Source: an optimization exercise on an open RTL-to-GDS flow (aim: small area, a short achievable clock period and few clock cycles per item). Production flows keep margins and buffers that such runs may drop. In this exercise RTL edits were held to simulation tests only and were not proved equivalent to the original. No activity file was given, so power comes from the tool's default toggle rates.

## proc_mc
module proc_mc
#(
    parameter  int BUSW   = 32,
    parameter  int RWORDS = 16,
    parameter  int IMMW   = 12,
    parameter  int PSRW   = 5,
    localparam int RINDW  = $clog2(RWORDS)
) (
    input  logic             clk,
    input  logic             rst,
    input  logic             in_valid,
    output logic             in_ready,
    input  logic [3:0]       opcode,
    input  logic             src_is_imm,
    input  logic [IMMW-1:0]  src_op,
    input  logic [RINDW-1:0] dst_op,
    output logic [BUSW-1:0]  res,
    output logic             res_valid,
    output logic [PSRW-1:0]  status,
    output logic             br_taken,
    output logic             halted,
    output logic             illegal
);
export LEC_CHECK = 0
export ABC_CLOCK_PERIOD_IN_PS = 3000
export CAP_MARGIN = 20
export CORE_MARGIN = 2
export CORE_UTILIZATION = 40
export CTS_BUF_LIST = sky130_fd_sc_hd__clkbuf_8
export CTS_CLUSTER_SIZE = 30
export SETUP_SLACK_MARGIN = 5
export SLEW_MARGIN = 20
create_clock -name core_clock -period 9.0 [get_ports {clk}]
standard.sh (not shown) runs the stock make flow with config.mk's settings and CLKGATE_MAP_FILE= SYNTH_SCRIPT=/design/flow/synth_recipe.tcl, a recipe that flattens the netlist after the stock synthesis.
==> flow/flow/run.sh <==
#!/bin/bash
# Standard ORFS layout, with repair_timing aiming for more setup slack.
set -euo pipefail
bash standard.sh SETUP_SLACK_MARGIN=6 finish > standard.log 2>&1
Testbench counts at the start, summed over its fixed seeds: cycles 16,032, items 16,000.
Then changed:
==> flow/run.sh (new file) <==
#!/bin/bash
# synth_recipe.tcl (not shown) runs the flow's synth.tcl, then flattens the netlist and writes it again
# the make line also repeats each setting of config.mk as NAME=value (left out here)
make -C /OpenROAD-flow-scripts/flow DESIGN_CONFIG=/design/flow/config.mk WORK_HOME=/design/flow/orfs CLKGATE_MAP_FILE= SYNTH_SCRIPT=/design/flow/synth_recipe.tcl finish
- ABC_CLOCK_PERIOD_IN_PS: 3000 -> unset
- CTS_BUF_LIST: sky130_fd_sc_hd__clkbuf_8 -> unset
- CTS_CLUSTER_SIZE: 30 -> unset
- SETUP_SLACK_MARGIN: 5 -> unset
removed: flow/flow/run.sh
removed: flow/standard.sh
What happened: The new run ran to the end with no violations; maximum frequency decreases by 28%; core utilization drops by 0.31 points; final area goes down by 0.67%; area after synthesis is unchanged; global-route usage decreases by 0.61 points; total power came out higher by 11%; worst setup slack is worse by 1.2 ns; via count came out lower by 2.4%; combinational power shrinks by about 4%; cell count fell by 2.1%; routed wire length shrinks by 2.3%.
Then changed:
==> flow/flow/run.sh (new file) <==
#!/bin/bash
# Standard ORFS layout, with repair_timing aiming for more setup slack.
set -euo pipefail
bash standard.sh SETUP_SLACK_MARGIN=6 finish > standard.log 2>&1
==> flow/standard.sh (new file) <==
#!/bin/bash
# synth_recipe.tcl (not shown) runs the flow's synth.tcl, then flattens the netlist and writes it again
# the make line also repeats each setting of config.mk as NAME=value (left out here)
make -C /OpenROAD-flow-scripts/flow DESIGN_CONFIG=/design/flow/config.mk WORK_HOME=/design/flow/orfs CLKGATE_MAP_FILE= SYNTH_SCRIPT=/design/flow/synth_recipe.tcl "${@:-finish}"
- ABC_CLOCK_PERIOD_IN_PS: unset -> 3000
- CTS_BUF_LIST: unset -> sky130_fd_sc_hd__clkbuf_4 sky130_fd_sc_hd__clkbuf_8
- SETUP_SLACK_MARGIN: unset -> 5
removed: flow/run.sh
What happened: The changed run went through all stages and came out clean; clock skew goes up by 0.012 ns; combinational power is higher by about 4%; routed wire length grows by 2.5%; setup slack improves by 1.2 ns; clock-buffer cell count climbs by 60; final cell count goes up by 2.1%; synthesized area is unchanged; flip-flop and latch count does not change.
Then changed:
==> flow/flow/run.sh (replaced) <==
#!/bin/bash
# Standard ORFS layout, with repair_timing aiming for more setup slack.
set -euo pipefail
bash standard.sh SETUP_SLACK_MARGIN=7 finish > standard.log 2>&1
- CTS_BUF_LIST: sky130_fd_sc_hd__clkbuf_4 sky130_fd_sc_hd__clkbuf_8 -> unset
=>
- register-to-register slack improved by 0.19 ns
- total power went up by 9.6%
- non-clock buffer count went up by 175
- global-route usage went up by 2.2 points

---

Another version of the RTL of proc_mc (not shown whole).
Size: roughly 2,700 cells after synthesis, ~730 flip-flops, ~66 I/O pins, about 34,000 µm² of cells after synthesis.
export LEC_CHECK = 0
export ABC_CLOCK_PERIOD_IN_PS = 3000
export CAP_MARGIN = 20
export CORE_MARGIN = 2
export CORE_UTILIZATION = 40
export CTS_CLUSTER_DIAMETER = 100
export CTS_CLUSTER_SIZE = 22
export SETUP_SLACK_MARGIN = 5
export SLEW_MARGIN = 20
create_clock -name core_clock -period 9.0 [get_ports {clk}]
==> flow/flow/run.sh <==
#!/bin/bash
# Standard ORFS layout, with repair_timing aiming for more setup slack.
set -euo pipefail
bash standard.sh SETUP_SLACK_MARGIN=6 finish > standard.log 2>&1
Testbench counts at the start, summed over its fixed seeds: cycles 16,032, items 16,000.
Next try:
CTS_CLUSTER_DIAMETER = default   (was 100)
CTS_CLUSTER_SIZE = default   (was 22)
What happened:
- utilization increases by 1.4 points
- global-route usage increases by 0.26 points
- cell count rises slightly
- first-iteration DRC count increases by a few percent
- total power is higher by about a fifth
- routed wire length is higher slightly
- via count rises slightly
- clock skew is lower by 0.017 ns

---

## v58
Another version of the RTL of proc_mc (not shown whole).
Size in the first run: ~2,600 cells after synthesis, ~710 flip-flops.
clock: 9.0 ns
lec_check: 0
abc_clock_period_in_ps: 3000
cap_margin: 20
core_margin: 2
core_utilization: 40
cts_cluster_diameter: 100
cts_cluster_size: 22
setup_slack_margin: 5
slew_margin: 20
==> flow/flow/run.sh <==
#!/bin/bash
# Standard ORFS layout, with repair_timing aiming for more setup slack and a
# shorter H-tree wire segment unit for clock tree synthesis.
set -euo pipefail
bash standard.sh SETUP_SLACK_MARGIN=6 \
  "CTS_ARGS=-sink_clustering_enable -repair_clock_nets -sink_clustering_size 22 -sink_clustering_max_diameter 100 -wire_unit 5" \
  finish > standard.log 2>&1
Testbench counts of v58, summed over its fixed seeds: cycles 16,032, items 16,000.
Input changes introduced in v25 (baseline for comparison: v58):
==> flow/flow/run.sh <==
#!/bin/bash
# Standard ORFS layout, with repair_timing aiming for more setup slack.
set -euo pipefail
bash standard.sh SETUP_SLACK_MARGIN=6 finish > standard.log 2>&1
==> comparison <==
On final cell utilization of the core, v25 and v58 are basically level. Count of buffer and inverter cells on the critical path sits higher in v25 than in v58. Comparing v58 against v25, there is no change at all in port buffer count. Between v58 and v25, the flow reports fmax decreasing slightly. The portion of total power attributed to combinational logic of v25 and that of v58 are within noise of each other.
Here is what was changed in the inputs of v15 compared with v25.
Settings: a change of CORE_UTILIZATION from 40 to 35.
==> flow/flow/run.sh <==
#!/bin/bash
# Standard ORFS layout, with repair_timing aiming for more setup slack and a
# shorter H-tree wire segment unit for clock tree synthesis.
set -euo pipefail
bash standard.sh SETUP_SLACK_MARGIN=6.15 \
  "CTS_ARGS=-sink_clustering_enable -repair_clock_nets -sink_clustering_size 22 -sink_clustering_max_diameter 100 -wire_unit 5" \
  finish > standard.log 2>&1
==> comparison <==
- Of v25 and v15, v25 shows the higher largest fanout on the critical path, with v15 below it.
- | final total power | v15 vs v25 | ≈ equal |
- Setup WNS v25 -> v15: better
- v15 vs. v25: register clock-pin slew on the reported worst setup and hold paths ~0 delta, total routing usage reported by global routing -3.7 points.
- Compared with v25, v15 shows post-route core utilization lower by 5.4 points.
- Higher sequential share of layout area was reported by v25, not v15.
- The clock-cell share of area of v15 and that of v25 are within noise of each other.
> inputs changed (v15 -> v19)
Settings: CORE_UTILIZATION: 35 -> 40.
==> flow/flow/run.sh <==
#!/bin/bash
# Standard ORFS layout, with repair_timing aiming for more setup slack and a
# shorter H-tree wire segment unit for clock tree synthesis.
set -euo pipefail
bash standard.sh SETUP_SLACK_MARGIN=6.3 \
  "CTS_ARGS=-sink_clustering_enable -repair_clock_nets -sink_clustering_size 22 -sink_clustering_max_diameter 100 -wire_unit 5" \
  finish > standard.log 2>&1
[summary]
- Compared with v15, v19 shows overall routing resource usage higher by 3.9 points.
- [compare] base=v15 new=v19: routed wire length decreased 0.32%, clock-buffer cell count decreased 4.5%.
[inputs] v30 vs v19
Settings: setting PLACE_DENSITY to 0.7 for the first time.
==> flow/flow/run.sh <==
#!/bin/bash
# Standard ORFS layout, with repair_timing aiming for more setup slack.
set -euo pipefail
bash standard.sh SETUP_SLACK_MARGIN=6 finish > standard.log 2>&1
Findings:
- v19 and v30 all finish clean.
- Summary of v30 over v19: total die area comparable; count of cells resized by post-cts repair now sits lower; part of the total power dissipated in combinational logic dropped 0.9 points.
> inputs changed (v30 -> v16)
Settings: CTS_CLUSTER_SIZE now 30, was 22; PLACE_DENSITY no longer set, was 0.7; CTS_CLUSTER_DIAMETER now 80, was 100.
### Flow results
| combined buffer and inverter count along the critical path | v16 vs v30 | 2 higher |. [compare] base=v30 new=v16: number of cells on the critical path went up 1; shortest period the worst path allows saw a decrease. Number of enable-type register cells in the synthesized netlist: v16 vs v30 identical. The lower global routing usage on met1 came out of v30. Number of placed instances with taps included: v16 vs v30 — no meaningful difference. Diff v30 -> v16: iteration count of the initial detailed-routing pass saw a decrease, final instance area saw an increase. Relative to v30, v16 degrades power. Relative to v30, the sequential cell area share of v16 is lower by 0.30 points.

---

== the baseline ==
RTL: one of the versions met above, not the one the previous note started from.
For scale: roughly 3000 cells after synthesis, roughly 730 flip-flops, about 66 I/O pins, about 0.035 mm2 of cells after synthesis.
make LEC_CHECK=0 ABC_CLOCK_PERIOD_IN_PS=3000 CAP_MARGIN=20 CORE_MARGIN=2 CORE_UTILIZATION=40 SETUP_SLACK_MARGIN=5 SLEW_MARGIN=20 finish   # period 9.0 ns
run.sh (not shown) runs the stock make flow with config.mk's settings and CLKGATE_MAP_FILE= SYNTH_SCRIPT=/design/flow/synth_recipe.tcl, a recipe that flattens the netlist after the stock synthesis.
Stock flow here: none of the scripts above is used.
Testbench counts of the baseline, summed over its fixed seeds: cycles 16,032, items 16,000.
The inputs of the candidate differ from those of the baseline as listed below.
==> flow/flow/run.sh (new file) <==
#!/bin/bash
# Standard ORFS layout, with repair_timing aiming for more setup slack.
set -euo pipefail
bash standard.sh SETUP_SLACK_MARGIN=6 finish > standard.log 2>&1
==> flow/standard.sh (new file) <==
#!/bin/bash
# synth_recipe.tcl (not shown) runs the flow's synth.tcl, then flattens the netlist and writes it again
# the make line also repeats each setting of config.mk as NAME=value (left out here)
make -C /OpenROAD-flow-scripts/flow DESIGN_CONFIG=/design/flow/config.mk WORK_HOME=/design/flow/orfs CLKGATE_MAP_FILE= SYNTH_SCRIPT=/design/flow/synth_recipe.tcl "${@:-finish}"
removed: flow/run.sh
Looking at critical setup path kind, the flop to flop result is from the baseline; the flop to primary output one comes from the candidate.
The baseline -> the candidate: wire length of the first global-routing pass increased by a few percent
The baseline leaves less setup margin than the candidate.
The candidate: critical path depth lower than the baseline

## static timing again, ports no longer ideal
How much do the figures lean on ideal ports? The routed layouts below were timed once more, with nothing changed but the port constraints.
Step 1 (the two cells are an assumption about what drives the block):
set clk [get_ports {clk}]
set_driving_cell -lib_cell sky130_fd_sc_hd__clkbuf_16 $clk
set_driving_cell -lib_cell sky130_fd_sc_hd__buf_2 [delete_from_list [all_inputs] $clk]
Step 2 adds t to the input delays and takes it off the output delays; t is the mean of the earliest and latest rising clock arrival at the registers after step 1. Input paths then give back, and output paths get back, about the clock's delay inside the block.
Three values: ideal, step 1, step 2; two values: the first two.
run	t, ns	slack for setup (ns)	worst setup path at the end	worst data-port slew with drivers (ns)
the first run of note 1	0.784	5.928 / 5.860 / 5.972	register to register	0.07
the second run of note 1	0.690	4.727 / 4.727 / 4.727	register to register	0.04
the third run of note 1	0.782	5.931 / 5.868 / 6.000	register to register	0.07
the fourth run of note 1	0.703	6.023 / 5.956 / 6.186	register to register	0.06
the first run of note 2	0.693	5.951 / 5.943 / 5.951	register to register	0.04
the second run of note 2	0.690	5.919 / 5.919 / 5.919	register to register	0.04
v58	0.624	5.992 / 5.965 / 5.453	input to register	0.06
v25	0.663	5.950 / 5.949 / 5.541	input to register	0.06
v15	0.614	6.059 / 5.996 / 5.546	input to register	0.07
v19	0.624	6.061 / 5.996 / 5.763	input to register	0.04
v30	0.658	5.909 / 5.909 / 5.371	input to register	0.06
v16	0.676	5.940 / 5.924 / 5.378	input to register	0.06
the baseline	0.695	5.154 / 5.154 / 5.154	register to register	0.05
the candidate	0.699	6.002 / 5.937 / 6.016	register to register	0.07
After both steps every run listed still meets setup and hold. For v16, which loses most, drivers alone change the setup slack by -0.016 ns; drivers and shift together by -0.562 ns.
